What follows belongs to an exercise in optimizing a design on an open flow for small area, a short achievable clock period and few clock cycles per item; a production flow would make more cautious choices. Where RTL was checked, it was by simulation tests only, not by an equivalence proof against the original. The RTL of runs 1, 2 and 5 was laid out without a check of its function.

[flow/config.mk]
export PLATFORM = sky130hd
export DESIGN_NAME = midpoint_ellipse_points
export DESIGN_NICKNAME = midpoint_ellipse_points
export VERILOG_FILES = /design/flow/design.v
export SDC_FILE = /design/flow/constraint.sdc
export NUM_CORES = 4
export LEC_CHECK = 0
export CAP_MARGIN = 20
export CORE_MARGIN = 2
export CORE_UTILIZATION = 40
export SETUP_SLACK_MARGIN = 5
export SLEW_MARGIN = 20
[flow/constraint.sdc]
create_clock -name core_clock -period 9.0 [get_ports {clk}]
set_input_delay 1.8000 -clock core_clock [delete_from_list [all_inputs] [get_ports {clk}]]
set_output_delay 1.8000 -clock core_clock [all_outputs]
set_load 0.01 [all_outputs]
[flow/design.v]
package mep_pkg;
    localparam int RADIUS_W = 5;
    localparam int FIELD_W  = 10;
    localparam int SQ_W     = 2 * RADIUS_W;
    localparam int K_W      = 17;
    localparam int T_W      = 16;
    localparam int COORD_BITS_DEFAULT = 11;
    localparam int CFG_IDX_W = 1;
    localparam logic [RADIUS_W-1:0] RADIUS_X_RESET = 5'd5;
    localparam logic [RADIUS_W-1:0] RADIUS_Y_RESET = 5'd2;
endpackage
import mep_pkg::*;
module midpoint_ellipse_points #(
    parameter int COORD_BITS = COORD_BITS_DEFAULT
) (
    input  logic                  clk,
    input  logic                  rst_n,
    input  logic                  cfg_we,
    input  logic [CFG_IDX_W-1:0]  cfg_index,
    input  logic [RADIUS_W-1:0]   cfg_data,
    input  logic                  in_valid,
    output logic                  in_ready,
    input  logic [FIELD_W-1:0]    center_x,
    input  logic [FIELD_W-1:0]    center_y,
    input  logic [FIELD_W-1:0]    shift_x,
    output logic                  out_valid,
    input  logic                  out_ready,
    output logic [COORD_BITS-1:0] x_right,
    output logic [COORD_BITS-1:0] x_left,
    output logic [COORD_BITS-1:0] y_upper,
    output logic [COORD_BITS-1:0] y_lower,
    output logic                  last_point
);
    logic [RADIUS_W-1:0] ra_reg, rb_reg;
    always_ff @(posedge clk or negedge rst_n)
    begin
        if (!rst_n)
        begin
            ra_reg <= RADIUS_X_RESET;
            rb_reg <= RADIUS_Y_RESET;
        end
        else if (cfg_we)
        begin
            if (cfg_index == 1'b0) ra_reg <= cfg_data;
            else                   rb_reg <= cfg_data;
        end
    end
    logic                  q_v, q_rdy;
    logic [2:0]            q_cnt;
    logic [FIELD_W-1:0]    q_cx, q_cy, q_sh;
    logic [SQ_W-1:0]       q_a2, q_b2;
    logic [RADIUS_W-1:0]   q_b;
    logic signed [T_W-1:0] q_t;
    logic                  load;
    assign in_ready = !q_v;
    assign q_rdy    = q_v && (q_cnt == 3'd5);
    always_ff @(posedge clk or negedge rst_n)
    begin
        if (!rst_n)
        begin
            q_v <= 1'b0;
        end
        else
        begin
            if (!q_v)      q_v <= in_valid;
            else if (load) q_v <= 1'b0;
        end
    end
    always_ff @(posedge clk)
    begin
        if (!q_v)
        begin
            q_cx  <= center_x;
            q_cy  <= center_y;
            q_sh  <= shift_x;
            q_a2  <= ra_reg * ra_reg;
            q_b2  <= rb_reg * rb_reg;
            q_b   <= rb_reg;
            q_cnt <= 3'd0;
            q_t   <= '0;
        end
        else if (q_cnt != 3'd5)
        begin
            q_cnt <= q_cnt + 3'd1;
            q_b   <= {q_b[RADIUS_W-2:0], q_b[RADIUS_W-1]};
            q_t   <= (q_t <<< 1) - (q_b[RADIUS_W-1] ? T_W'(q_a2) : T_W'(0));
        end
    end
    logic                       w_v, w_r2, w_sw1, w_sw2, w_ey0;
    logic [RADIUS_W-1:0]        w_ex, w_ey;
    logic signed [FIELD_W+1:0]  w_cxs;
    logic [FIELD_W-1:0]         w_cy;
    logic signed [K_W-1:0]      w_k, w_p, w_q, w_g;
    logic [SQ_W-1:0]            w_a2, w_b2;
    logic [SQ_W:0]              w_s;
    logic signed [SQ_W:0]       w_c;
    logic o_v;
    logic out_en, cont1, last, emit, step, adv, step_s, sw;
    assign sw     = w_sw1 || w_sw2;
    assign cont1  = w_g[K_W-1];
    assign last   = w_ey0 && (w_r2 || !cont1);
    assign out_en = !o_v || out_ready;
    assign emit   = w_v && !sw && out_en;
    assign step   = emit && !last;
    assign adv    = step || sw;
    assign load   = q_rdy && (!w_v || (emit && last));
    assign step_s = w_k[K_W-1] ^ w_r2;
    logic signed [K_W-1:0] a2_k, b2_k, s2_k, inc_p;
    logic signed [K_W-1:0] k_a, k_b, p_a, q_a, q_b2s, g_a, g_b;
    logic signed [K_W-1:0] k_n, p_n, q_n, g_n;
    assign a2_k  = K_W'(w_a2);
    assign b2_k  = K_W'(w_b2);
    assign s2_k  = K_W'(w_s) <<< 1;
    assign inc_p = w_r2 ? a2_k <<< 1 : b2_k <<< 1;
    assign k_a   = w_k + w_p;
    assign k_b   = w_k + (w_sw1 ? (w_q >>> 1) : w_q);
    assign p_a   = (w_sw1 ? K_W'(w_c) : (w_sw2 ? w_g : w_p))
                 + (w_sw1 ? ~w_p : (w_sw2 ? a2_k : inc_p)) + K_W'(w_sw1);
    assign q_a   = w_q + (w_sw1 ? ~b2_k : (w_sw2 ? a2_k : inc_p)) + K_W'(w_sw1);
    assign q_b2s = w_q + s2_k;
    assign g_a   = (w_sw1 ? w_q : w_g) + (w_sw1 ? ~w_p : b2_k) + K_W'(w_sw1);
    assign g_b   = w_g + K_W'(w_s);
    assign k_n = w_sw1 ? k_b : (w_sw2 ? k_a : (step_s ? k_a : k_b));
    assign p_n = p_a;
    assign q_n = (sw || step_s) ? q_a : q_b2s;
    assign g_n = (w_sw1 || step_s) ? g_a : g_b;
    logic [RADIUS_W-1:0] ex_n, ey_n;
    logic                ey_dec;
    assign ey_dec = w_r2 || !step_s;
    assign ex_n   = (!w_r2 || !step_s) ? w_ex + 1'b1 : w_ex;
    assign ey_n   = ey_dec ? w_ey - 1'b1 : w_ey;
    logic signed [K_W-1:0] qa2_k, qb2_k, qt_k;
    assign qa2_k = K_W'(q_a2);
    assign qb2_k = K_W'(q_b2);
    assign qt_k  = K_W'(q_t);
    always_ff @(posedge clk or negedge rst_n)
    begin
        if (!rst_n)
        begin
            w_v   <= 1'b0;
            w_sw1 <= 1'b0;
            w_sw2 <= 1'b0;
        end
        else
        begin
            if (load)              w_v <= 1'b1;
            else if (emit && last) w_v <= 1'b0;
            if (load)
                w_sw1 <= (q_t == '0) && (q_b != '0);
            else if (step)
                w_sw1 <= !w_r2 && !g_n[K_W-1] && (ey_n != '0);
            else
                w_sw1 <= 1'b0;
            w_sw2 <= w_sw1;
        end
    end
    always_ff @(posedge clk)
    begin
        if (load)
        begin
            w_r2  <= 1'b0;
            w_ex  <= '0;
            w_ey  <= q_b;
            w_ey0 <= (q_b == '0);
            w_cxs <= {{2{q_cx[FIELD_W-1]}}, q_cx} + {2'b00, q_sh};
            w_cy  <= q_cy;
            w_a2  <= q_a2;
            w_b2  <= q_b2;
            w_s   <= {1'b0, q_a2} + {1'b0, q_b2};
            w_g   <= qt_k;
            w_c   <= (SQ_W+1)'(3 * (q_b2 >> 2)) - (SQ_W+1)'(q_a2 >> 2)
                     + (SQ_W+1)'({q_b2[0], 1'b0}) - (SQ_W+1)'(1);
            w_k   <= qb2_k + qt_k + K_W'(q_a2 >> 2);
            w_p   <= (qb2_k <<< 1) + qb2_k;
            w_q   <= (qa2_k <<< 1) + (qb2_k <<< 1) + qb2_k + (qt_k <<< 1);
        end
        else if (adv)
        begin
            w_k <= k_n;
            w_p <= p_n;
            w_q <= q_n;
            w_g <= g_n;
            if (w_sw2) w_r2 <= 1'b1;
            if (step)
            begin
                w_ex  <= ex_n;
                w_ey  <= ey_n;
                w_ey0 <= (ey_n == '0);
            end
        end
    end
    logic signed [FIELD_W+1:0] xr_s, xl_s;
    logic [COORD_BITS-1:0]     x_right_reg, x_left_reg, y_upper_reg, y_lower_reg;
    logic                      last_point_reg;
    assign xr_s = w_cxs + {7'b0, w_ex};
    assign xl_s = w_cxs - {7'b0, w_ex};
    function automatic logic [COORD_BITS-1:0] sat_hi(input logic signed [FIELD_W+1:0] v);
        if (!v[FIELD_W+1] && v[FIELD_W]) sat_hi = {1'b0, {(COORD_BITS-1){1'b1}}};
        else                             sat_hi = v[COORD_BITS-1:0];
    endfunction
    always_ff @(posedge clk or negedge rst_n)
    begin
        if (!rst_n)
        begin
            o_v <= 1'b0;
        end
        else
        begin
            o_v <= emit || (o_v && !out_ready);
        end
    end
    always_ff @(posedge clk)
    begin
        if (emit)
        begin
            x_right_reg    <= sat_hi(xr_s);
            x_left_reg     <= sat_hi(xl_s);
            y_upper_reg    <= {w_cy[FIELD_W-1], w_cy} + {6'b0, w_ey};
            y_lower_reg    <= {w_cy[FIELD_W-1], w_cy} - {6'b0, w_ey};
            last_point_reg <= last;
        end
    end
    assign out_valid  = o_v;
    assign x_right    = x_right_reg;
    assign x_left     = x_left_reg;
    assign y_upper    = y_upper_reg;
    assign y_lower    = y_lower_reg;
    assign last_point = last_point_reg;
endmodule
[flow/run.sh]
#!/bin/bash
# synth_recipe.tcl (not shown) runs the flow's synth.tcl, then flattens the netlist and writes it again
# the make line also repeats each setting of config.mk as NAME=value (left out here)
make -C /OpenROAD-flow-scripts/flow DESIGN_CONFIG=/design/flow/config.mk WORK_HOME=/design/flow/orfs CLKGATE_MAP_FILE= SYNTH_SCRIPT=/design/flow/synth_recipe.tcl finish
==> results of run 1 <==
## layer usage
metal	vias to the layer above	track usage [%]	part of all wire [%]	wire length (µm)
met3	84	3.80	7.4	4620
met2	524	36.0	47	29000
met1	8524	29.5	44	27200
met4	0	5.20	1.9	1190
met5	-	0	0	0
li1	8456	-	-	-
## cell families after synthesis
kind of cell               after synthesis  synth area share, %
buffers and inverters                  226                 4.02
xor gates and xnor gates               193                 7.79
muxes                                   48                 2.32
adders and majority gates              278                 17.7
and+or+nand+nor                        655                 13.9
DFF                                    273                 36.3
AOI/OAI and AO/OA                      617                 17.9
other                                    2               0.0346
## cell type report
cell class	instances	area [µm²]
Tap cell	696	871
Clock buffer	48	966
Multi-Input combinational cell	1794	13200
Clock inverter	13	139
Timing Repair Buffer	126	1300
Sequential cell	273	7880
Timing Repair inverter	1	5.00
Fill cell	4989	28700
Inverter	163	654
## critical path: stages (launching register included)
cell	delay, ns
edfxtp_1	0.43
fa_1	0.54
buf_4	0.17
a21o_1	0.19
a21oi_2	0.17
o21ai_1	0.08
a21oi_1	0.25
o21ai_2	0.11
a21o_1	0.22
a21oi_2	0.18
xnor2_2	0.10
ha_1	0.31
or2_2	0.31
a21oi_2	0.15
a211oi_2	0.07
xnor2_2	0.19
a221oi_2	0.30
## stage by stage
step / setup slack [ns] / hold WS, ns / area [µm²]
3_5_place_dp: 3.34 / 0.409 / 23300
6_report: 5.10 / 0.420 / 25000
2_1_floorplan: 4.95 / 0.400 / 21700
5_1_grt: 4.95 / 0.430 / 25000
4_1_cts: 4.96 / 0.420 / 24700
3_3_place_gp: 3.37 / 0.404 / 23300
## placed cells by master (no fill, tap or decap), drive strengths merged, types with 16 or more instances in the layout
cell,instances
nand2,197
o21a,29
nor3,57
ha,231
nand2b,23
mux2,18
clkbuf,49
fa,47
a31oi,18
a21o,49
o21bai,22
nor2b,33
xor2,66
inv,162
clkdlybuf4s50,87
edfxtp,233
or3,16
dfxtp,25
nor2,205
o21ai,178
buf,37
mux2i,30
and3,24
and2,20
a211oi,34
xnor2,127
a21oi,185
nand3,34
## Yosys cell counts (29+ instances only)
cell	count	area, µm²
o21ai_0	151	756
xor2_1	66	578
xnor2_1	127	1110
nand3_1	34	170
a21oi_1	184	921
mux2i_1	30	300
ha_1	231	2890
nor2b_1	33	206
nor3_1	56	280
nor2_1	204	766
edfxtp_1	233	7000
clkbuf_1	42	158
nand2_1	197	739
a211oi_1	33	248
inv_1	161	604
fa_1	47	941
o21a_1	29	218
a21o_1	47	353
## final timing paths
kind,start,cells past startpoint,endpoint
max in group asynchronous,rst_n,1,w_sw1
max reg2reg,q_a2[2],16,w_q[14]
min reg2reg,q_cy[7],0,w_cy[7]
max,q_a2[2],16,w_q[14]
min,q_cy[7],0,w_cy[7]
min in group asynchronous,rst_n,1,rb_reg[3]
## what timing repair did
item                       4_1_cts  5_1_grt
setup endpoints to repair      165       23
buffers inserted                17       10
resized for setup               35       31
cloned                           2        1
pin swaps                        8       19
==> impl_metrics.py, run 1 <==
metrics = {
    "setup_path": {
        "r2r_setup_slack_ns": 5.10,
        "crit_fanout": 2,
        "arrival_ns": 4.30,
        "crit_type": "flip-flop to flip-flop",
        "end_kind": "flip-flop",
        "cp.required_ns": 9.39,
        "start_kind": "flip-flop",
    },
    "sta": {
        "fin_skew_ns": 0.0242,
        "setup_violations": 0,
        "slew_viol_final": 0,
        "tns_ns": 0,
        "hold_viol": 0,
        "slew_headroom_pct": 35.0,
        "period_share_pct": 43.4,
        "rsz0062_at_grt": "yes",
        "max_freq_mhz": 256,
        "worst-slew-pin-transition_ns": 0.970,
        "min_period_ns": 3.90,
    },
    "route": {
        "postRouteAntennaNets": 0,
        "vias": 17588,
        "totalWireLength_um": 62000,
        "vias_per_cell": 5.65,
        "post_drt_wl_per_cell_um": 19.9,
        "drt_iter0_drc": 1444,
        "first_pass_iters": 6,
        "route.detailed.drc": 0,
    },
    "final_layout": {
        "final_util_pct": 46.5,
        "stdcell_count": 3114,
        "area_growth_pct": 15.2,
        "drive_gt1_share_pct": 7.69,
        "layout.nets": 2713,
        "diodes": 0,
    },
    "placement": {
        "dp_hpwl_um": 46700,
        "dpl.cell_count": 3023,
        "gp_congestion": 0.913,
        "io_buffers": 87,
    },
    "clock_tree": {
        "cts_buffers": 35,
        "cts.sinks": 273,
        "cts_tree": "done",
        "clock_path_buffers": 3,
        "clk_latency_ns": 0.56,
        "cts_hold_buf": 0,
        "path_clk_slew_ns": 0.06,
        "root_buffer": "clkbuf_16",
        "cts_htree_levels": 2,
    },
    "hold_path": {
        "hp-class": "flip-flop to flip-flop",
    },
    "synthesis": {
        "syn-cell-area_um2": 21700,
        "ys.warnings.count": 1,
        "yosysUniqueCellTypes": 89,
        "avgSynthCellArea_um2": 9.46,
        "synthCells": 2292,
        "ys.flop_type": "edfxtp_1",
        "synth_edf_count": 233,
        "ys_seq_area_share_pct": 36.3,
        "synth_seq_cells": 273,
        "async_reset_ff_share_pct": 5.49,
    },
    "floorplanning": {
        "ios": 88,
        "die_area_um2": 56100,
        "row_count": 85,
        "die_height_um": 237,
        "die_width_um": 237,
        "core-area_um2": 53700,
        "start_util_pct": 40.4,
    },
    "grt": {
        "grt.total_usage_pct": 21.7,
        "grt_antenna_before_repair": 0,
        "grt_pass1_wl_um": 95100,
        "grt.overflow.total": 0,
        "grt_max_degree": 74,
        "first_global_vias": 17453,
    },
    "run_status": {
        "status": "timing/DRC/antenna clean",
    },
    "job": {
        "max_cap_violations": 0,
    },
}
==> inputs of run 2 (changes only) <==
==> flow/flow/run.sh (new file) <==
#!/bin/bash
# The standard layout, with plain buffers on the ports instead of the delay cells
# buffer_ports picks by default, and timing repair aimed at a 3.4 ns period.
set -euo pipefail
export BUFFER_PORTS_ARGS="-buffer_cell sky130_fd_sc_hd__buf_2"
bash standard.sh SETUP_SLACK_MARGIN=5.6 finish > standard_flow.log 2>&1
==> flow/standard.sh (new file) <==
#!/bin/bash
# synth_recipe.tcl (not shown) runs the flow's synth.tcl, then flattens the netlist and writes it again
# the make line also repeats each setting of config.mk as NAME=value (left out here)
make -C /OpenROAD-flow-scripts/flow DESIGN_CONFIG=/design/flow/config.mk WORK_HOME=/design/flow/orfs CLKGATE_MAP_FILE= SYNTH_SCRIPT=/design/flow/synth_recipe.tcl "${@:-finish}"
--- a/flow/config.mk
+++ b/flow/config.mk
@@ -8,5 +8,4 @@
 export CAP_MARGIN = 20
 export CORE_MARGIN = 2
 export CORE_UTILIZATION = 40
-export SETUP_SLACK_MARGIN = 5
 export SLEW_MARGIN = 20
removed: flow/run.sh
==> run 2 against run 1 <==
Area after synthesis is the same. Highest routed layer unchanged. Via count is 3.1% higher.
==> impl_metrics.py, run 2 <==
metrics = {
    "setup_path": {
        "crit_end": "w_q[15]",
        "arrival_ns": 4.37,
        "start_kind": "flip-flop",
        "r2r_setup_slack_ns": 5.03,
        "crit_type": "flip-flop to flip-flop",
        "cp.required_ns": 9.40,
        "r2r_cells": 18,
        "reg2reg_from": "q_b2[3]",
        "r2r_end": "w_q[15]",
        "crit_fanout": 4,
        "end_kind": "flip-flop",
        "startpoint": "q_b2[3]",
    },
    "sta": {
        "rsz0062_at_grt": "yes",
        "worst-slew-pin-transition_ns": 0.865,
        "setup_violations": 0,
        "timing.final.ws_setup_ns": 5.03,
        "max_freq_mhz": 252,
        "fin_skew_ns": 0.0235,
        "slew_headroom_pct": 42.0,
        "hold_viol": 0,
        "period_share_pct": 44.1,
        "min_period_ns": 3.97,
        "holdWs_ns": 0.420,
        "slew_viol_final": 0,
        "tns_ns": 0,
    },
    "synthesis": {
        "ys_seq_area_share_pct": 36.3,
        "netlist_top_cells_count": "edfxtp_1, ha_1, nor2_1, nand2_1, a21oi_1",
        "ys.warnings.count": 1,
        "syn-cell-area_um2": 21700,
        "async_reset_ff_share_pct": 5.49,
        "netlist_top_cells_area": "edfxtp_1, ha_1, xnor2_1",
        "synth_area_leader_cell": "edfxtp_1",
        "synth_edf_count": 233,
        "yosysMostFrequentCell": "edfxtp_1",
        "synth_seq_cells": 273,
        "synth_top_cell_area_share_pct": 32.3,
        "synthCells": 2292,
        "yosysUniqueCellTypes": 89,
        "ys.flop_type": "edfxtp_1",
        "avgSynthCellArea_um2": 9.46,
    },
    "route": {
        "vias_per_cell": 5.67,
        "postRouteAntennaNets": 0,
        "post_drt_wl_per_cell_um": 20.3,
        "drt_iter0_drc": 1205,
        "route.detailed.drc": 0,
        "first_pass_iters": 5,
        "totalWireLength_um": 65100,
        "vias": 18138,
    },
    "final_layout": {
        "drive_gt1_share_pct": 19.9,
        "final_util_pct": 48.8,
        "multi_input_area_um2": 13900,
        "area_growth_pct": 20.9,
        "final_cell_mix": "edfxtp_1, ha_1, nor2_1",
        "layout_commonest_cell": "edfxtp_1",
        "layout.nets": 2799,
        "fill_cells": 4868,
        "seq_area_um2": 7890,
        "diodes": 0,
        "stdcell_count": 3201,
    },
    "placement": {
        "dpl.cell_count": 3022,
        "io_buffers": 87,
        "gp_congestion": 0.950,
        "pre_cts_slack_ns": 4.02,
        "dp_hpwl_um": 46300,
    },
    "floorplanning": {
        "ios": 88,
        "die_width_um": 237,
        "core-area_um2": 53700,
        "row_count": 85,
        "die_height_um": 237,
        "die_area_um2": 56100,
        "start_util_pct": 40.4,
    },
    "job": {
        "max_cap_violations": 0,
    },
    "clock_tree": {
        "cts_hold_buf": 0,
        "root_buffer": "clkbuf_16",
        "clk_latency_ns": 0.56,
        "clock_path_buffers": 3,
        "cts_tree": "done",
        "cts_buffers": 35,
        "cts.sinks": 273,
        "cts_htree_levels": 2,
        "path_clk_slew_ns": 0.06,
    },
    "grt": {
        "first_global_vias": 17864,
        "grt_antenna_before_repair": 0,
        "grt.total_usage_pct": 22.6,
        "grt.overflow.total": 0,
        "grt_max_degree": 79,
        "grt_pass1_wl_um": 99400,
    },
    "run_status": {
        "status": "timing/DRC/antenna clean",
    },
    "hold_path": {
        "hp-class": "flip-flop to flip-flop",
        "hold_path_depth": 0,
    },
}
[run 2: cell families after synthesis]
group	after synthesis	share of synthesized area (%)
AOI/OAI and AO/OA	617	17.9
xor gates and xnor gates	193	7.79
adders and majority gates	278	17.7
buffers and inverters	226	4.02
DFF	273	36.3
muxes	48	2.32
other	2	0.0346
and+or+nand+nor	655	13.9
[run 2: repair_timing]
action / in CTS / in global routing
pin swaps: 78 / 115
buffers inserted: 64 / 43
setup endpoints to repair: 206 / 149
gates cloned: 7 / 3
gates resized for setup: 153 / 135
[run 2: per-stage QoR]
| stage | area (µm²) |
|---|---|
| after floorplan | 21800 |
| after global placement | 22900 |
| after detailed placement | 22900 |
| after CTS | 25300 |
| after global routing | 26200 |
| final | 26200 |
[run 2: worst max-delay path, cell delays in order, from the launching register on]
cell and delay, ns:
edfxtp_1 0.48, fa_1 0.62, ha_4 0.22, nor2b_4 0.12
o21ai_2 0.17, a21boi_2 0.08, o21ai_1 0.15, nand2b_1 0.09
a21o_1 0.20, a21oi_2 0.18, xnor2_1 0.12, ha_1 0.32
nand3_2 0.09, o31ai_4 0.29, nand3_2 0.13, a21oi_2 0.16
xor2_1 0.15, nor2_1 0.07, a31oi_1 0.16
[run 2: worst min path at each step]
stage                     startpoint       to  slack [ns]
final                        q_cy[3]  w_cy[3]        0.42
after global routing         q_cy[3]  w_cy[3]        0.44
after CTS                    q_cy[3]  w_cy[3]        0.43
after detailed placement     q_cy[0]  w_cy[0]        0.40
after global placement       q_cy[6]  w_cy[6]        0.40
after floorplan              q_cy[0]  w_cy[0]        0.40
[run 2: cell type report]
type	count	share of cell area, %
Sequential cell	273	30.1
Clock buffer	44	3.55
Clock inverter	18	0.806
Multi-Input combinational cell	1794	52.9
Timing Repair inverter	3	0.0859
Timing Repair Buffer	210	6.73
Tap cell	696	3.32
Inverter	163	2.55
[run 2: routing by layer]
layer,part of all wire [%],vias to the layer above,GRT usage [%]
li1,-,8628,-
met1,45,8839,32.2
met2,46,568,36.6
met3,6.2,103,2.73
met4,2.3,0,5.70
met5,0,-,0
==> inputs of run 3 (changes only) <==
--- a/flow/design.v
+++ b/flow/design.v
@@ -51,19 +51,25 @@
     logic [SQ_W-1:0]       q_a2, q_b2;
     logic [RADIUS_W-1:0]   q_b;
     logic signed [T_W-1:0] q_t;
+    logic [SQ_W+2:0]       q_k1;
+    logic [SQ_W:0]         q_bf;
+    logic signed [SQ_W:0]  q_c;
+    logic                  q_v_n, in_ready_reg;
     logic                  load;
-    assign in_ready = !q_v;
     assign q_rdy    = q_v && (q_cnt == 3'd5);
-    always_ff @(posedge clk or negedge rst_n)
-    begin
-        if (!rst_n)
-        begin
-            q_v <= 1'b0;
+    assign q_v_n    = q_v ? !load : in_valid;
+    assign in_ready = in_ready_reg;
+    always_ff @(posedge clk or negedge rst_n)
+    begin
+        if (!rst_n)
+        begin
+            q_v          <= 1'b0;
+            in_ready_reg <= 1'b1;
         end
         else
         begin
-            if (!q_v)      q_v <= in_valid;
-            else if (load) q_v <= 1'b0;
+            q_v          <= q_v_n;
+            in_ready_reg <= !q_v_n;
         end
     end
     always_ff @(posedge clk)
@@ -84,6 +90,10 @@
             q_cnt <= q_cnt + 3'd1;
             q_b   <= {q_b[RADIUS_W-2:0], q_b[RADIUS_W-1]};
             q_t   <= (q_t <<< 1) - (q_b[RADIUS_W-1] ? T_W'(q_a2) : T_W'(0));
+            q_k1  <= {q_a2, 1'b0} + {q_b2, 1'b0} + {3'b0, q_b2};
+            q_bf  <= {1'b0, q_b2} + {3'b0, q_a2[SQ_W-1:2]};
+            q_c   <= (SQ_W+1)'(3 * (q_b2 >> 2)) - (SQ_W+1)'(q_a2 >> 2)
+                     + (SQ_W+1)'({q_b2[0], 1'b0}) - (SQ_W+1)'(1);
         end
     end
     logic                       w_v, w_r2, w_sw1, w_sw2, w_ey0;
@@ -168,11 +178,10 @@
             w_b2  <= q_b2;
             w_s   <= {1'b0, q_a2} + {1'b0, q_b2};
             w_g   <= qt_k;
-            w_c   <= (SQ_W+1)'(3 * (q_b2 >> 2)) - (SQ_W+1)'(q_a2 >> 2)
-                     + (SQ_W+1)'({q_b2[0], 1'b0}) - (SQ_W+1)'(1);
-            w_k   <= qb2_k + qt_k + K_W'(q_a2 >> 2);
+            w_c   <= q_c;
+            w_k   <= K_W'(q_bf) + qt_k;
             w_p   <= (qb2_k <<< 1) + qb2_k;
-            w_q   <= (qa2_k <<< 1) + (qb2_k <<< 1) + qb2_k + (qt_k <<< 1);
+            w_q   <= K_W'(q_k1) + (qt_k <<< 1);
         end
         else if (adv)
         begin
==> flow/run.sh (new file) <==
#!/bin/bash
# synth_recipe.tcl (not shown) runs the flow's synth.tcl, then flattens the netlist and writes it again
# the make line also repeats each setting of config.mk as NAME=value (left out here)
make -C /OpenROAD-flow-scripts/flow DESIGN_CONFIG=/design/flow/config.mk WORK_HOME=/design/flow/orfs CLKGATE_MAP_FILE= SYNTH_SCRIPT=/design/flow/synth_recipe.tcl finish
--- a/flow/config.mk
+++ b/flow/config.mk
@@ -8,4 +8,5 @@
 export CAP_MARGIN = 20
 export CORE_MARGIN = 2
 export CORE_UTILIZATION = 40
+export SETUP_SLACK_MARGIN = 5
 export SLEW_MARGIN = 20
removed: flow/flow/run.sh
removed: flow/standard.sh
==> run 3 against run 2 <==
Clock skew decreased by 0.011 ns. Cell area decreased by 0.29%. Sequential share of layout area rose by 4.2 points. Core utilization decreased by 2.5 points. Worst setup slack better by 0.15 ns. First-iteration DRC count increased by 40%. Via count up 0.12%.
==> impl_metrics.py, run 3 <==
metrics = {
    "setup_path": {
        "start_kind": "flip-flop",
        "reg2reg_from": "w_sw1",
        "crit_chain": "clkinv_1, buf_8, nor2_1, a21oi_2, inv_1, ha_1, a211o_1, a21oi_1, o21ai_0, a41oi_2, o21ai_2, o41ai_2, xor2_1, nor2_1",
        "crit_top_cell": "nor2_1",
        "r2r_cells": 14,
        "arrival_ns": 4.13,
        "crit_fanout": 44,
        "startpoint": "w_sw1",
        "slowest_delay_ns": 0.55,
        "end_kind": "flip-flop",
        "cp.required_ns": 9.31,
        "slowest_stage": "dfrtp_4",
        "crit_type": "flip-flop to flip-flop",
    },
    "clock_tree": {
        "cts_tree": "done",
        "clock_path_buffers": 3,
        "cts_hold_buf": 0,
        "root_buffer": "clkbuf_16",
        "cts_htree_levels": 2,
        "cts.sinks": 309,
        "clk_latency_ns": 0.56,
        "path_clk_slew_ns": 0.06,
        "cts_buffers": 39,
    },
    "synthesis": {
        "yosysUniqueCellTypes": 86,
        "netlist_top_cells_count": "edfxtp_1, ha_1, nand2_1, nor2_1, o21ai_0",
        "synth_seq_cells": 309,
        "ys.flop_type": "edfxtp_1",
        "ys_seq_area_share_pct": 39.1,
        "ys.warnings.count": 1,
        "synth_top_cell_area_share_pct": 35.2,
        "synthCells": 2348,
        "syn-cell-area_um2": 22900,
        "netlist_top_cells_area": "edfxtp_1, ha_1, xnor2_1",
        "synth_area_leader_cell": "edfxtp_1",
        "async_reset_ff_share_pct": 5.18,
        "yosysMostFrequentCell": "edfxtp_1",
        "synth_edf_count": 268,
        "avgSynthCellArea_um2": 9.75,
    },
    "sta": {
        "max_freq_mhz": 262,
        "tns_ns": 0,
        "slew_headroom_pct": 30.4,
        "holdWs_ns": 0.417,
        "fin_skew_ns": 0.0129,
        "slew_viol_final": 0,
        "worst-slew-pin-transition_ns": 1.03,
        "period_share_pct": 42.4,
        "rsz0062_at_grt": "yes",
        "min_period_ns": 3.81,
        "setup_violations": 0,
        "hold_viol": 0,
    },
    "grt": {
        "grt_max_degree": 71,
        "grt_antenna_before_repair": 1,
        "grt_pass1_wl_um": 102000,
        "grt.overflow.total": 0,
        "grt.total_usage_pct": 22.1,
        "first_global_vias": 17656,
    },
    "floorplanning": {
        "ios": 88,
        "die_height_um": 243,
        "die_area_um2": 59100,
        "row_count": 87,
        "start_util_pct": 40.5,
        "core-area_um2": 56500,
        "die_width_um": 243,
    },
    "route": {
        "first_pass_iters": 7,
        "vias": 18159,
        "postRouteAntennaNets": 0,
        "route.detailed.drc": 0,
        "totalWireLength_um": 66300,
        "drt_iter0_drc": 1692,
        "post_drt_wl_per_cell_um": 20.5,
        "vias_per_cell": 5.63,
    },
    "final_layout": {
        "layout_commonest_cell": "edfxtp_1",
        "layout.nets": 2756,
        "area_growth_pct": 14.3,
        "diodes": 0,
        "drive_gt1_share_pct": 6.19,
        "final_cell_mix": "edfxtp_1, ha_1, nand2_1",
        "final_util_pct": 46.3,
    },
    "job": {
        "max_cap_violations": 0,
    },
    "placement": {
        "dp_hpwl_um": 49500,
        "io_buffers": 87,
        "gp_congestion": 0.909,
    },
    "hold_path": {
        "hp-class": "flip-flop to flip-flop",
        "hold_path_depth": 0,
        "min_from": "q_cy[4]",
    },
    "run_status": {
        "status": "timing/DRC/antenna clean",
    },
}
## run 3: cell count changes after synthesis, moves of 7 or more
cell and delta:
o21ai_0 +31, a21oi_1 -19, fa_1 -7, nand3_1 +13, and3_1 -14, xnor2_1 +10, a31oi_1 +8, a21o_1 -13
o21bai_1 +8, xor2_1 +7, o21ai_1 -21, edfxtp_1 +35, nand2_1 +10
## run 3: cell families after synthesis
| family | count (synthesis) | synth area share [%] |
|---|---|---|
| other | 1 | 0.0164 |
| multiplexers | 44 | 2.01 |
| flip-flops | 309 | 39.1 |
| adder cells (fa/ha/maj) | 276 | 16.4 |
| XOR/XNOR | 210 | 8.04 |
| AO/OA/AOI/OAI | 628 | 17.4 |
| AND/OR/NAND/NOR | 649 | 12.9 |
| buffers and inverters | 231 | 4.07 |
## run 3: repair_timing
action,CTS,global route
cloned,3,1
setup buffers,3,5
gates resized for setup,31,19
pin swaps,4,7
setup endpoints to repair,114,56
## run 3: cell type report
class,count,area [µm²]
repair buffers,109,1170
well taps,756,946
clock buffers,53,1100
flip-flops and latches,309,8960
fillers,5303,30300
clock inverters,19,185
repair inverters,2,13.8
inverters,168,662
multi-input cells,1810,13100
## run 3: metal layers
layer | GRT usage [%] | up-vias | routed length [µm]
met3 | 3.51 | 107 | 4590
met5 | 0 | - | 0
met2 | 34.0 | 607 | 29200
met4 | 5.92 | 0 | 1700
li1 | - | 8656 | -
met1 | 32.2 | 8789 | 30800
## run 3: per-stage QoR
stage               area (µm²)  worst slack [ns]  instances
floorplan                22900              4.89       2350
global placement         24500              3.91       3142
detailed placement       24500              3.83       3142
CTS                      26000              5.00       3220
global route             26200              4.88       3226
finish                   26200              5.19       3226
## run 3: worst paths after layout
path | end | slack, ns
setup reg to reg | w_p[15] | 5.19
min in group asynchronous | rb_reg[3] | 1.80
hold / removal | w_cy[4] | 0.42
setup / recovery | w_p[15] | 5.19
hold reg to reg | w_cy[4] | 0.42
max in group asynchronous | w_sw1 | 6.47
## run 3: critical path: cells and delay by family, from the launching register on
family	cells	cell delay, ns
flip-flops	1	0.55
AND/OR/NAND/NOR	2	0.20
buffers and inverters	3	0.43
AO/OA/AOI/OAI	7	1.90
adder cells (fa/ha/maj)	1	0.30
XOR/XNOR	1	0.18
Testbench counts of run 3, summed over its fixed seeds: cycles 66,057, points 61,632.
==> inputs of run 4 (changes only) <==
==> flow/flow/run.sh (new file) <==
#!/bin/bash
# The standard layout, with plain buffers on the ports instead of the delay cells
# buffer_ports picks by default, and timing repair aimed at a 3.4 ns period.
set -euo pipefail
export BUFFER_PORTS_ARGS="-buffer_cell sky130_fd_sc_hd__buf_2"
bash standard.sh SETUP_SLACK_MARGIN=5.6 finish > standard_flow.log 2>&1
==> flow/standard.sh (new file) <==
#!/bin/bash
# synth_recipe.tcl (not shown) runs the flow's synth.tcl, then flattens the netlist and writes it again
# the make line also repeats each setting of config.mk as NAME=value (left out here)
make -C /OpenROAD-flow-scripts/flow DESIGN_CONFIG=/design/flow/config.mk WORK_HOME=/design/flow/orfs CLKGATE_MAP_FILE= SYNTH_SCRIPT=/design/flow/synth_recipe.tcl "${@:-finish}"
--- a/flow/config.mk
+++ b/flow/config.mk
@@ -8,5 +8,4 @@
 export CAP_MARGIN = 20
 export CORE_MARGIN = 2
 export CORE_UTILIZATION = 40
-export SETUP_SLACK_MARGIN = 5
 export SLEW_MARGIN = 20
removed: flow/run.sh
==> run 4 against run 3 <==
Via count rose by 1.7%. Critical path type unchanged. Non-clock buffer count is 82 higher. Cell count increased by 2.4%. Wire length increased by 1.5%. Synthesized cell count stayed put. Still clean on timing, DRC and antenna. Area after synthesis unchanged. Register-to-register slack better by 0.28 ns. Clock skew increased by 0.010 ns. Critical endpoint is now w_q[16]. Fmax up 8.0%.
==> impl_metrics.py, run 4 <==
metrics = {
    "run_status": {
        "status": "timing/DRC/antenna clean",
    },
    "sta": {
        "max_freq_mhz": 283,
        "min_period_ns": 3.53,
        "rsz0062_at_grt": "yes",
        "period_share_pct": 39.2,
        "worst-slew-pin-transition_ns": 1.13,
        "fin_skew_ns": 0.0229,
        "slew_viol_final": 0,
        "hold_viol": 0,
        "slew_headroom_pct": 24.6,
        "tns_ns": 0,
        "setup_violations": 0,
    },
    "synthesis": {
        "yosysMostFrequentCell": "edfxtp_1",
        "yosysUniqueCellTypes": 86,
        "netlist_top_cells_count": "edfxtp_1, ha_1, nand2_1, nor2_1, o21ai_0",
        "avgSynthCellArea_um2": 9.75,
        "synth_area_leader_cell": "edfxtp_1",
        "synthCells": 2348,
        "synth_top_cell_area_share_pct": 35.2,
        "synth_seq_cells": 309,
        "ys.flop_type": "edfxtp_1",
        "netlist_top_cells_area": "edfxtp_1, ha_1, xnor2_1",
        "async_reset_ff_share_pct": 5.18,
        "ys_seq_area_share_pct": 39.1,
        "synth_edf_count": 268,
        "syn-cell-area_um2": 22900,
        "ys.warnings.count": 1,
    },
    "setup_path": {
        "r2r_cells": 12,
        "crit_top_cell": "fa_2",
        "r2r_setup_slack_ns": 5.47,
        "start_kind": "flip-flop",
        "slowest_stage": "dfrtp_4",
        "crit_type": "flip-flop to flip-flop",
        "crit_chain": "buf_12, buf_16, fa_2, fa_2, a211o_1, and4bb_2, o31ai_4, o221ai_2, a21oi_2, o31ai_2, a21oi_1, a22oi_1",
        "arrival_ns": 3.84,
        "crit_fanout": 8,
        "cp.required_ns": 9.31,
        "end_kind": "flip-flop",
        "slowest_delay_ns": 0.57,
    },
    "clock_tree": {
        "cts_buffers": 38,
        "path_clk_slew_ns": 0.06,
        "cts_tree": "done",
        "cts_htree_levels": 2,
        "clock_path_buffers": 3,
        "clk_latency_ns": 0.58,
        "cts_hold_buf": 0,
        "cts.sinks": 309,
        "root_buffer": "clkbuf_16",
    },
    "floorplanning": {
        "row_count": 87,
        "die_area_um2": 59100,
        "die_width_um": 243,
        "core-area_um2": 56500,
        "ios": 88,
        "die_height_um": 243,
        "start_util_pct": 40.5,
    },
    "grt": {
        "grt_pass1_wl_um": 101000,
        "grt.total_usage_pct": 22.0,
        "grt.overflow.total": 0,
        "first_global_vias": 17791,
        "grt_max_degree": 96,
        "grt_antenna_before_repair": 0,
    },
    "placement": {
        "io_buffers": 87,
        "dpl.cell_count": 3143,
        "dp_hpwl_um": 48800,
        "gp_congestion": 0.951,
    },
    "final_layout": {
        "stdcell_count": 3305,
        "layout_commonest_cell": "edfxtp_1",
        "final_cell_mix": "edfxtp_1, ha_1, nand2_1",
        "drive_gt1_share_pct": 16.5,
        "area_growth_pct": 17.8,
        "layout.nets": 2836,
        "diodes": 0,
        "final_util_pct": 47.7,
    },
    "route": {
        "vias_per_cell": 5.59,
        "postRouteAntennaNets": 0,
        "first_pass_iters": 7,
        "route.detailed.drc": 0,
        "vias": 18473,
        "drt_iter0_drc": 1714,
        "totalWireLength_um": 67300,
        "post_drt_wl_per_cell_um": 20.4,
    },
    "hold_path": {
        "hold_path_depth": 0,
        "hp-class": "flip-flop to flip-flop",
    },
    "job": {
        "max_cap_violations": 0,
    },
}
-- run 4: cell counts after synthesis --
No cell type changed its count.
-- run 4: layout make-up --
class | count | area (µm²)
Inverter | 168 | 654
Clock inverter | 19 | 220
Multi-Input combinational cell | 1810 | 13600
Timing Repair Buffer | 191 | 1510
Tap cell | 756 | 946
Clock buffer | 51 | 1040
Sequential cell | 309 | 8970
Timing Repair inverter | 1 | 5.00
Fill cell | 5168 | 29500
-- run 4: cells by family (layout without fill, tap and decap cells) --
| logic type | Yosys count | in the layout | share of synthesized area (%) |
|---|---|---|---|
| adders and majority gates | 276 | 276 | 16.4 |
| muxes | 44 | 44 | 2.01 |
| AOI/OAI and AO/OA | 628 | 628 | 17.4 |
| and+or+nand+nor | 649 | 649 | 12.9 |
| buffers and inverters | 231 | 430 | 4.07 |
| DFF | 309 | 309 | 39.1 |
| xor gates and xnor gates | 210 | 210 | 8.04 |
| other | 1 | 3 | 0.0164 |
-- run 4: final timing paths --
path                       startpoint  endpoint
setup / recovery                w_sw1   w_q[16]
hold / removal                 q_c[9]    w_c[9]
setup reg to reg                w_sw1   w_q[16]
hold reg to reg                q_c[9]    w_c[9]
max in group asynchronous       rst_n     w_sw1
min in group asynchronous       rst_n     w_sw2
-- run 4: worst max-delay path, delay by kind of cell (launching register included) --
| kind | cells | cell delay (ns) |
|---|---|---|
| adder cells (fa/ha/maj) | 2 | 0.76 |
| buffers and inverters | 2 | 0.32 |
| flip-flops | 1 | 0.57 |
| AO/OA/AOI/OAI | 7 | 1.33 |
| AND/OR/NAND/NOR | 1 | 0.28 |
-- run 4: repair_timing --
item | CTS | global route
pin swaps | 43 | 73
setup buffers | 33 | 51
setup endpoints to repair | 216 | 114
gates resized for setup | 92 | 118
gates cloned | 6 | 2
-- run 4: layer usage --
| metal | vias up | GRT usage, % | share of wire [%] |
|---|---|---|---|
| met5 | - | 0 | 0 |
| met4 | 0 | 5.74 | 2.4 |
| met3 | 91 | 3.47 | 7.2 |
| met2 | 608 | 34.9 | 45 |
| met1 | 8935 | 31.2 | 45 |
| li1 | 8839 | - | - |
-- run 4: through the flow --
stage	area, µm²	hold WS (ns)	setup WS (ns)
2_1_floorplan	23000	0.400	4.96
3_3_place_gp	24100	0.404	4.44
3_5_place_dp	24100	0.405	4.35
4_1_cts	26100	0.417	5.46
5_1_grt	27000	0.433	5.40
6_report	27000	0.417	5.47
==> inputs of run 5 (changes only) <==
--- a/flow/design.v
+++ b/flow/design.v
@@ -31,18 +31,29 @@
     output logic [COORD_BITS-1:0] y_lower,
     output logic                  last_point
 );
-    logic [RADIUS_W-1:0] ra_reg, rb_reg;
-    always_ff @(posedge clk or negedge rst_n)
-    begin
-        if (!rst_n)
-        begin
-            ra_reg <= RADIUS_X_RESET;
+    logic [SQ_W-1:0]     a2_reg, b2_reg;
+    logic [RADIUS_W-1:0] rb_reg;
+    logic [SQ_W-1:0]     cfg_sq;
+    assign cfg_sq = cfg_data * cfg_data;
+    always_ff @(posedge clk or negedge rst_n)
+    begin
+        if (!rst_n)
+        begin
+            a2_reg <= SQ_W'(RADIUS_X_RESET * RADIUS_X_RESET);
+            b2_reg <= SQ_W'(RADIUS_Y_RESET * RADIUS_Y_RESET);
             rb_reg <= RADIUS_Y_RESET;
         end
         else if (cfg_we)
         begin
-            if (cfg_index == 1'b0) ra_reg <= cfg_data;
-            else                   rb_reg <= cfg_data;
+            if (cfg_index == 1'b0)
+            begin
+                a2_reg <= cfg_sq;
+            end
+            else
+            begin
+                b2_reg <= cfg_sq;
+                rb_reg <= cfg_data;
+            end
         end
     end
     logic                  q_v, q_rdy;
@@ -53,7 +64,6 @@
     logic signed [T_W-1:0] q_t;
     logic [SQ_W+2:0]       q_k1;
     logic [SQ_W:0]         q_bf;
-    logic signed [SQ_W:0]  q_c;
     logic                  q_v_n, in_ready_reg;
     logic                  load;
     assign q_rdy    = q_v && (q_cnt == 3'd5);
@@ -79,8 +89,8 @@
             q_cx  <= center_x;
             q_cy  <= center_y;
             q_sh  <= shift_x;
-            q_a2  <= ra_reg * ra_reg;
-            q_b2  <= rb_reg * rb_reg;
+            q_a2  <= a2_reg;
+            q_b2  <= b2_reg;
             q_b   <= rb_reg;
             q_cnt <= 3'd0;
             q_t   <= '0;
@@ -92,8 +102,6 @@
             q_t   <= (q_t <<< 1) - (q_b[RADIUS_W-1] ? T_W'(q_a2) : T_W'(0));
             q_k1  <= {q_a2, 1'b0} + {q_b2, 1'b0} + {3'b0, q_b2};
             q_bf  <= {1'b0, q_b2} + {3'b0, q_a2[SQ_W-1:2]};
-            q_c   <= (SQ_W+1)'(3 * (q_b2 >> 2)) - (SQ_W+1)'(q_a2 >> 2)
-                     + (SQ_W+1)'({q_b2[0], 1'b0}) - (SQ_W+1)'(1);
         end
     end
     logic                       w_v, w_r2, w_sw1, w_sw2, w_ey0;
@@ -178,7 +186,8 @@
             w_b2  <= q_b2;
             w_s   <= {1'b0, q_a2} + {1'b0, q_b2};
             w_g   <= qt_k;
-            w_c   <= q_c;
+            w_c   <= (SQ_W+1)'(3 * (q_b2 >> 2)) - (SQ_W+1)'(q_a2 >> 2)
+                     + (SQ_W+1)'({q_b2[0], 1'b0}) - (SQ_W+1)'(1);
             w_k   <= K_W'(q_bf) + qt_k;
             w_p   <= (qb2_k <<< 1) + qb2_k;
             w_q   <= K_W'(q_k1) + (qt_k <<< 1);
==> run 5 against run 4 <==
Still clean. Clock skew down 0.0066 ns. Worst setup slack got worse by 0.48 ns. Synthesized cell count decreased by 3.4%. Core utilization rose by 0.97 points. Non-clock buffer count up 18. Fmax decreased by 12%. Die area fell by 3.4%. Highest routed layer unchanged.
==> impl_metrics.py, run 5 <==
metrics = {
    "final_layout": {
        "final_cell_mix": "edfxtp_1, ha_1, nand2_1",
        "layout.nets": 2760,
        "area_growth_pct": 20.9,
        "drive_gt1_share_pct": 18.3,
        "layout_commonest_cell": "edfxtp_1",
        "stdcell_area_um2": 26700,
        "diodes": 0,
    },
    "synthesis": {
        "ys.flop_type": "edfxtp_1",
        "syn-cell-area_um2": 22100,
        "yosysMostFrequentCell": "edfxtp_1",
        "synth_seq_cells": 310,
        "netlist_top_cells_count": "edfxtp_1, ha_1, nor2_1, nand2_1, a21oi_1",
        "synth_area_leader_cell": "edfxtp_1",
        "ys_seq_area_share_pct": 40.4,
        "ys.warnings.count": 1,
        "avgSynthCellArea_um2": 9.74,
        "yosysUniqueCellTypes": 82,
        "synthCells": 2269,
        "synth_edf_count": 257,
        "async_reset_ff_share_pct": 9.03,
        "netlist_top_cells_area": "edfxtp_1, ha_1, xnor2_1",
        "synth_top_cell_area_share_pct": 34.9,
    },
    "floorplanning": {
        "start_util_pct": 40.3,
        "die_area_um2": 57200,
        "die_height_um": 239,
        "row_count": 86,
        "ios": 88,
        "core-area_um2": 54900,
        "die_width_um": 239,
    },
    "sta": {
        "period_share_pct": 44.6,
        "hold_viol": 0,
        "fin_skew_ns": 0.0164,
        "slew_viol_final": 0,
        "tns_ns": 0,
        "max_freq_mhz": 249,
        "worst-slew-pin-transition_ns": 0.768,
        "slew_headroom_pct": 48.3,
        "min_period_ns": 4.01,
        "rsz0062_at_grt": "yes",
        "setup_violations": 0,
    },
    "setup_path": {
        "crit_top_cell": "fa_1",
        "slowest_stage": "fa_1",
        "end_kind": "flip-flop",
        "crit_fanout": 4,
        "start_kind": "primary input",
        "critPathTopFamily": "adder cells",
        "arrival_ns": 4.43,
        "slowest_delay_ns": 0.49,
        "crit_chain": "buf_12, inv_12, fa_1, fa_1, inv_1, ha_1, a31o_4, ha_4, inv_4, o21bai_4, a21oi_2, o21bai_1, a21oi_1, xnor2_1, o21ai_1",
        "critical_path_buf_inv_count": 4,
        "crit_type": "primary input to flip-flop",
        "cp.required_ns": 9.41,
    },
    "clock_tree": {
        "cts_buffers": 38,
        "cts_tree": "done",
        "cts.sinks": 310,
        "clock_path_buffers": 3,
        "path_clk_slew_ns": 0.06,
        "root_buffer": "clkbuf_16",
        "cts_htree_levels": 2,
        "clk_latency_ns": 0.57,
    },
    "hold_path": {
        "hp-class": "flip-flop to flip-flop",
    },
    "run_status": {
        "status": "timing/DRC/antenna clean",
    },
    "route": {
        "first_pass_iters": 5,
        "route.detailed.drc": 0,
        "drt_iter0_drc": 1435,
        "postRouteAntennaNets": 0,
        "vias_per_cell": 5.56,
        "post_drt_wl_per_cell_um": 20.0,
        "totalWireLength_um": 63700,
        "vias": 17747,
    },
    "placement": {
        "dp_hpwl_um": 45000,
        "io_buffers": 87,
        "placed_cell_area_um2": 23500,
        "gp_congestion": 0.896,
    },
    "grt": {
        "grt_antenna_before_repair": 0,
        "grt_max_degree": 87,
        "first_global_vias": 17246,
        "grt_pass1_wl_um": 96700,
        "grt.overflow.total": 0,
        "grt.total_usage_pct": 22.0,
    },
    "job": {
        "max_cap_violations": 0,
    },
}
-- run 5: layer usage --
layer  GRT usage [%]  wire, µm  part of all wire [%]  up-vias
li1                -         -                     -     8536
met1            30.3     28100                    44     8590
met2            34.6     29000                    45      531
met3            4.56      4720                   7.4       90
met4            6.89      1850                   2.9        0
met5               0         0                     0        -
-- run 5: layout make-up --
type                            count  area [µm²]
Clock buffer                       48        1020
Clock inverter                     22         231
Fill cell                        4976       28100
Inverter                          161         642
Multi-Input combinational cell   1737       13300
Sequential cell                   310        8930
Tap cell                          704         881
Timing Repair Buffer              209        1750
Timing Repair inverter              1        5.00
-- run 5: path summary, 6_finish.rpt --
path	from	end	slack (ns)	depth (start not counted)
hold reg to reg	q_cy[8]	w_cy[8]	0.42	0
min in group asynchronous	rst_n	w_sw2	1.29	1
hold / removal	q_cy[8]	w_cy[8]	0.42	0
setup reg to reg	w_sw1	w_q[16]	5.20	18
max in group asynchronous	rst_n	w_sw1	7.19	1
setup / recovery	cfg_data[2]	b2_reg[9]	4.99	15
-- run 5: cells by family after synthesis --
family          count (synthesis)  synth area share, %
simple gates                  623                 12.6
compound gates                600                 16.8
flops                         310                 40.4
fa+ha+maj                     261                 16.0
buf+inv                       224                 3.85
xor+xnor                      201                 7.96
mux                            49                 2.33
other cells                     1               0.0170
-- run 5: what timing repair did --
item / 4_1_cts / 5_1_grt
pin swaps: 81 / 78
cloned: 5 / 2
setup endpoints to repair: 191 / 173
gates resized for setup: 144 / 106
hold buffers: 0 / 0
setup buffers: 60 / 40
-- run 5: stage by stage --
stage	setup WS, ns	util [%]	hold slack (ns)	instances
final	4.99	48.7	0.418	3192
after global routing	4.86	48.7	0.424	3192
after CTS	4.96	47.1	0.418	3148
after detailed placement	4.18	42.7	0.405	3013
after global placement	4.17	42.7	0.404	3013
after floorplan	4.58	-	0.400	2271
==> inputs of run 6 (changes only) <==
--- a/flow/design.v
+++ b/flow/design.v
@@ -34,7 +34,44 @@
     logic [SQ_W-1:0]     a2_reg, b2_reg;
     logic [RADIUS_W-1:0] rb_reg;
     logic [SQ_W-1:0]     cfg_sq;
-    assign cfg_sq = cfg_data * cfg_data;
+    function automatic logic [SQ_W-1:0] sq5(input logic [RADIUS_W-1:0] r);
+        case (r)
+            5'd0: sq5 = 10'd0;
+            5'd1: sq5 = 10'd1;
+            5'd2: sq5 = 10'd4;
+            5'd3: sq5 = 10'd9;
+            5'd4: sq5 = 10'd16;
+            5'd5: sq5 = 10'd25;
+            5'd6: sq5 = 10'd36;
+            5'd7: sq5 = 10'd49;
+            5'd8: sq5 = 10'd64;
+            5'd9: sq5 = 10'd81;
+            5'd10: sq5 = 10'd100;
+            5'd11: sq5 = 10'd121;
+            5'd12: sq5 = 10'd144;
+            5'd13: sq5 = 10'd169;
+            5'd14: sq5 = 10'd196;
+            5'd15: sq5 = 10'd225;
+            5'd16: sq5 = 10'd256;
+            5'd17: sq5 = 10'd289;
+            5'd18: sq5 = 10'd324;
+            5'd19: sq5 = 10'd361;
+            5'd20: sq5 = 10'd400;
+            5'd21: sq5 = 10'd441;
+            5'd22: sq5 = 10'd484;
+            5'd23: sq5 = 10'd529;
+            5'd24: sq5 = 10'd576;
+            5'd25: sq5 = 10'd625;
+            5'd26: sq5 = 10'd676;
+            5'd27: sq5 = 10'd729;
+            5'd28: sq5 = 10'd784;
+            5'd29: sq5 = 10'd841;
+            5'd30: sq5 = 10'd900;
+            5'd31: sq5 = 10'd961;
+            default: sq5 = '0;
+        endcase
+    endfunction
+    assign cfg_sq = sq5(cfg_data);
     always_ff @(posedge clk or negedge rst_n)
     begin
         if (!rst_n)
==> flow/flow/run.sh (replaced) <==
#!/bin/bash
# The standard layout, with plain buffers on the ports instead of the delay cells
# buffer_ports picks by default, and timing repair aimed at a 3.2 ns period.
set -euo pipefail
export BUFFER_PORTS_ARGS="-buffer_cell sky130_fd_sc_hd__buf_2"
bash standard.sh SETUP_SLACK_MARGIN=5.8 finish > standard_flow.log 2>&1
==> run 6 against run 5 <==
Highest routed layer unchanged. Non-clock buffer count grew 15. Worst setup slack improved by 0.33 ns. Critical path depth is 2 lower. Critical endpoint is now w_g[16]. Hold slack got worse by 0.0016 ns. Wire length is 1.7% higher. Cell area shrank 1.5%. Cell count down 1.5%.
==> impl_metrics.py, run 6 <==
metrics = {
    "run_status": {
        "status": "timing/DRC/antenna clean",
    },
    "synthesis": {
        "ys_seq_area_share_pct": 40.9,
        "ys.flop_type": "edfxtp_1",
        "synth_area_leader_cell": "edfxtp_1",
        "ys.warnings.count": 1,
        "yosysUniqueCellTypes": 80,
        "synthCells": 2222,
        "async_reset_ff_share_pct": 9.03,
        "synth_edf_count": 257,
        "netlist_top_cells_count": "edfxtp_1, ha_1, nand2_1, nor2_1, o21ai_0",
        "synth_top_cell_area_share_pct": 35.4,
        "netlist_top_cells_area": "edfxtp_1, ha_1, xnor2_1",
        "syn-cell-area_um2": 21800,
        "synth_seq_cells": 310,
        "avgSynthCellArea_um2": 9.82,
        "yosysMostFrequentCell": "edfxtp_1",
    },
    "final_layout": {
        "layout_commonest_cell": "edfxtp_1",
        "area_growth_pct": 20.6,
        "final_cell_mix": "edfxtp_1, ha_1, nand2_1",
        "stdcell_count": 3144,
        "fill_cells": 4807,
        "diodes": 0,
        "layout.nets": 2714,
        "stdcell_area_um2": 26300,
        "drive_gt1_share_pct": 19.2,
    },
    "floorplanning": {
        "row_count": 85,
        "ios": 88,
        "die_height_um": 238,
        "core-area_um2": 53900,
        "die_width_um": 238,
        "start_util_pct": 40.5,
        "die_area_um2": 56500,
    },
    "placement": {
        "pre_cts_slack_ns": 4.02,
        "dpl.cell_count": 2953,
        "placed_cell_area_um2": 23100,
        "io_buffers": 87,
        "dp_hpwl_um": 45400,
        "gp_congestion": 0.933,
    },
    "grt": {
        "first_global_vias": 17381,
        "grt.overflow.total": 0,
        "grt_antenna_before_repair": 0,
        "grt.total_usage_pct": 22.1,
        "grt_max_degree": 73,
        "grt_pass1_wl_um": 97000,
    },
    "setup_path": {
        "arrival_ns": 4.00,
        "r2r_setup_slack_ns": 5.32,
        "end_kind": "flip-flop",
        "startpoint": "w_sw1",
        "r2r_cells": 13,
        "start_kind": "flip-flop",
        "r2r_end": "w_g[16]",
        "reg2reg_from": "w_sw1",
        "crit_fanout": 4,
        "crit_chain": "buf_12, mux2_4, fa_2, fa_2, a211oi_4, o21bai_2, o21ai_2, a21oi_4, a221oi_4, a2bb2oi_2, xnor2_2, o21ai_1, o21a_1",
        "crit_end": "w_g[16]",
        "crit_top_cell": "fa_2",
        "slowest_stage": "dfrtp_4",
        "cp.required_ns": 9.32,
        "crit_type": "flip-flop to flip-flop",
        "slowest_delay_ns": 0.57,
    },
    "sta": {
        "max_freq_mhz": 272,
        "hold_viol": 0,
        "timing.final.ws_setup_ns": 5.32,
        "setup_violations": 0,
        "period_share_pct": 40.9,
        "tns_ns": 0,
        "slew_viol_final": 0,
        "worst-slew-pin-transition_ns": 0.890,
        "min_period_ns": 3.68,
        "fin_skew_ns": 0.0250,
        "rsz0062_at_grt": "yes",
        "slew_headroom_pct": 40.5,
    },
    "clock_tree": {
        "cts_htree_levels": 2,
        "root_buffer": "clkbuf_16",
        "cts_buffers": 36,
        "clock_path_buffers": 3,
        "clk_latency_ns": 0.56,
        "cts.sinks": 310,
        "path_clk_slew_ns": 0.06,
        "cts_tree": "done",
    },
    "job": {
        "max_cap_violations": 0,
    },
    "route": {
        "post_drt_wl_per_cell_um": 20.6,
        "vias_per_cell": 5.65,
        "postRouteAntennaNets": 0,
        "vias": 17762,
        "totalWireLength_um": 64800,
        "route.detailed.drc": 0,
        "first_pass_iters": 7,
        "drt_iter0_drc": 1518,
    },
    "hold_path": {
        "hp-class": "flip-flop to flip-flop",
    },
}
-- run 6: cell type report --
cell class	instances	area (µm²)	area share, %
clock buffer	49	960	3.65
clock inverter	14	119	0.452
inverter	161	638	2.42
multi-input combinational	1690	12900	49.1
sequential	310	8940	33.9
tap	696	871	3.31
timing repair buffer	224	1890	7.16
-- run 6: worst min path at each step --
stage	from	slack [ns]	depth (start not counted)	end
final	q_cy[5]	0.42	0	w_cy[5]
after global routing	q_cy[6]	0.43	0	w_cy[6]
after CTS	q_cy[5]	0.42	0	w_cy[5]
after detailed placement	q_cy[7]	0.40	0	w_cy[7]
after global placement	q_cy[0]	0.40	0	w_cy[0]
after floorplan	q_cy[0]	0.40	0	w_cy[0]
-- run 6: logic make-up (layout without fill, tap and decap cells) --
group,Yosys count,in the layout,share of synthesized area (%)
compound gates,613,613,17.7
simple gates,577,579,11.7
flops,310,310,40.9
fa+ha+maj,250,250,15.5
buf+inv,224,448,3.90
xor+xnor,201,201,8.06
mux,47,47,2.24
-- run 6: worst max-delay path: cells and delay by family, from the launching register on --
kind                       cells  cell delay, ns
muxes                          1            0.29
AOI/OAI and AO/OA              8            1.48
DFF                            1            0.57
buffers and inverters          1            0.16
xor gates and xnor gates       1            0.17
adders and majority gates      2            0.75
-- run 6: repair_timing --
action / in CTS / in global routing
endpoints found under the setup margin: 179 / 68
endpoints found under the hold margin: 0 / 0
pin swaps: 87 / 71
cloned: 7 / 2
resized for setup: 165 / 102
setup buffers: 81 / 37
hold buffers: 0 / 0
-- run 6: stage by stage --
stage	hold slack, ns	util [%]
after floorplan	0.400	-
after CTS	0.418	47.4
after detailed placement	0.405	42.8
after global placement	0.404	42.8
after global routing	0.430	48.8
final	0.416	48.8
-- run 6: routing by layer --
metal / vias to the layer above / track usage (%) / part of all wire, %
met5: - / 0 / 0
met4: 0 / 7.39 / 2.9
met3: 112 / 2.73 / 6.8
met2: 589 / 36.0 / 46
met1: 8663 / 30.4 / 44
li1: 8398 / - / -
Testbench counts of run 6, summed over its fixed seeds: cycles 66,057, points 61,632.
==> inputs of run 7 (changes only) <==
==> flow/flow/run.sh (replaced) <==
#!/bin/bash
# The standard layout, with plain buffers on the ports instead of the delay cells
# buffer_ports picks by default, and timing repair aimed at a 3.6 ns period.
set -euo pipefail
export BUFFER_PORTS_ARGS="-buffer_cell sky130_fd_sc_hd__buf_2"
bash standard.sh SETUP_SLACK_MARGIN=5.4 finish > standard_flow.log 2>&1
==> run 7 against run 6 <==
Clock skew grew 0.0048 ns. Wire length shrank 5.7%. Cell area fell by 4.6%. Clock-buffer cell count shrank 4. Die area stayed put. First-iteration DRC count up 6.3%. Critical endpoint unchanged. Highest routed layer unchanged.
==> impl_metrics.py, run 7 <==
metrics = {
    "run_status": {
        "status": "timing/DRC/antenna clean",
    },
    "setup_path": {
        "crit_top_cell": "fa_2",
        "crit_fanout": 7,
        "start_kind": "flip-flop",
        "startpoint": "w_sw1",
        "slowest_stage": "dfrtp_4",
        "r2r_cells": 13,
        "arrival_ns": 4.06,
        "r2r_end": "w_g[16]",
        "crit_type": "flip-flop to flip-flop",
    },
    "synthesis": {
        "ys.flop_type": "edfxtp_1",
        "yosysUniqueCellTypes": 80,
        "avgSynthCellArea_um2": 9.82,
        "syn-cell-area_um2": 21800,
        "synthCells": 2222,
        "yosysMostFrequentCell": "edfxtp_1",
        "netlist_top_cells_area": "edfxtp_1, ha_1, xnor2_1",
        "netlist_top_cells_count": "edfxtp_1, ha_1, nand2_1, nor2_1, o21ai_0",
        "synth_area_leader_cell": "edfxtp_1",
        "async_reset_ff_share_pct": 9.03,
        "synth_edf_count": 257,
    },
    "placement": {
        "dpl.cell_count": 2953,
        "pre_cts_slack_ns": 4.35,
        "placed_cell_area_um2": 23000,
    },
    "final_layout": {
        "layout_commonest_cell": "edfxtp_1",
        "layout.nets": 2627,
        "diodes": 0,
        "final_cell_mix": "edfxtp_1, ha_1, nand2_1",
    },
    "grt": {
        "grt_pass1_wl_um": 93700,
        "grt_max_degree": 76,
        "grt.overflow.total": 0,
        "grt.total_usage_pct": 21.5,
        "grt_antenna_before_repair": 1,
    },
    "job": {
        "max_cap_violations": 0,
    },
    "clock_tree": {
        "root_buffer": "clkbuf_16",
        "cts_tree": "done",
    },
    "route": {
        "first_pass_iters": 5,
        "totalWireLength_um": 61100,
        "vias": 17026,
    },
    "floorplanning": {
        "die_width_um": 238,
        "die_area_um2": 56500,
        "row_count": 85,
    },
    "hold_path": {
        "hp-class": "flip-flop to flip-flop",
    },
    "sta": {
        "setup_violations": 0,
        "slew_viol_final": 0,
    },
}
run 7: cell counts after synthesis:
No cell type changed its count.
run 7: per-stage QoR:
step | utilization, % | hold WS (ns)
2_1_floorplan | - | 0.400
3_3_place_gp | 42.7 | 0.404
3_5_place_dp | 42.7 | 0.405
4_1_cts | 45.9 | 0.419
5_1_grt | 46.6 | 0.426
6_report | 46.6 | 0.418
run 7: layout make-up:
cell class,instances,area [µm²],area share (%)
Timing Repair Buffer,136,1060,4.24
Clock buffer,45,998,3.98
Tap cell,696,871,3.47
Sequential cell,310,8930,35.6
Multi-Input combinational cell,1689,12300,49.0
Inverter,161,641,2.55
Clock inverter,25,295,1.18
run 7: how the worst min path moves through the flow:
stage          slack (ns)  cells after the start     from  endpoint
2_1_floorplan        0.40                      0  q_cy[0]   w_cy[0]
3_3_place_gp         0.40                      0  q_cy[4]   w_cy[4]
3_5_place_dp         0.40                      0  q_cy[2]   w_cy[2]
4_1_cts              0.42                      0  q_cy[2]   w_cy[2]
5_1_grt              0.43                      0  q_cy[0]   w_cy[0]
6_report             0.42                      0  q_cy[2]   w_cy[2]
run 7: logic make-up (layout without fill, tap and decap cells):
family / after synthesis / after routing / share of synthesized area [%]
AO/OA/AOI/OAI: 613 / 613 / 17.7
AND/OR/NAND/NOR: 577 / 578 / 11.7
XOR/XNOR: 201 / 201 / 8.06
multiplexers: 47 / 47 / 2.24
adder cells (fa/ha/maj): 250 / 250 / 15.5
flip-flops: 310 / 310 / 40.9
buffers and inverters: 224 / 367 / 3.90
run 7: worst max-delay path, delay by kind of cell, from the launching register on:
kind / cells / cell delay (ns)
XOR/XNOR: 1 / 0.16
AO/OA/AOI/OAI: 8 / 1.51
adder cells (fa/ha/maj): 2 / 0.77
multiplexers: 1 / 0.30
buffers and inverters: 1 / 0.17
flip-flops: 1 / 0.56
run 7: repair_timing:
item	4_1_cts	5_1_grt
setup buffers	15	16
pin swaps	15	28
endpoints found under the setup margin	76	26
resized for setup	40	38
cloned	4	4
run 7: routing by layer:
| layer | share of wire [%] | vias to the layer above | global-route usage, % | routed length (µm) |
|---|---|---|---|---|
| met3 | 7.2 | 81 | 3.02 | 4380 |
| met4 | 2.2 | 0 | 5.32 | 1360 |
| met1 | 46 | 8249 | 31.3 | 28000 |
| li1 | - | 8229 | - | - |
| met5 | 0 | - | 0 | 0 |
| met2 | 45 | 467 | 33.5 | 27400 |

-- separate check: timing with driven ports --
The results above use ideal ports. As a check the final layouts listed here were re-extracted and re-timed, cells and wires unchanged.
Step 1, drivers: a clkbuf_16 drives clk and a buf_2 each remaining input, both assumed.
Step 2 also shifts input and output timing later by t, the mid clock arrival at the registers, as if the neighbouring blocks saw the same clock.
Three values: ideal, step 1, step 2; two values: the first two.
run | t, ns | setup WS [ns] | worst setup path after step 2 | clock arrival spread, ns | slew at the worst register clock pin (ns)
run 1 | 0.595 | 5.095 / 5.095 / 4.527 | input to register | 0.024 / 0.024 | 0.06 / 0.06
run 2 | 0.611 | 5.033 / 5.033 / 5.033 | register to register | 0.026 / 0.026 | 0.06 / 0.06
run 3 | 0.609 | 5.186 / 5.186 / 4.615 | input to register | 0.014 / 0.015 | 0.06 / 0.06
run 4 | 0.623 | 5.468 / 5.468 / 4.982 | input to register | 0.023 / 0.023 | 0.06 / 0.06
run 5 | 0.624 | 4.986 / 4.978 / 4.354 | input to register | 0.016 / 0.016 | 0.06 / 0.06
run 6 | 0.608 | 5.318 / 5.318 / 5.184 | input to register | 0.026 / 0.026 | 0.07 / 0.07
run 7 | 0.615 | 5.258 / 5.258 / 4.943 | input to register | 0.031 / 0.031 | 0.07 / 0.07
After both steps setup and hold are still met in every run listed. The setup slack of run 5, which loses most, moves by -0.008 ns with the drivers and by -0.632 ns with both steps.
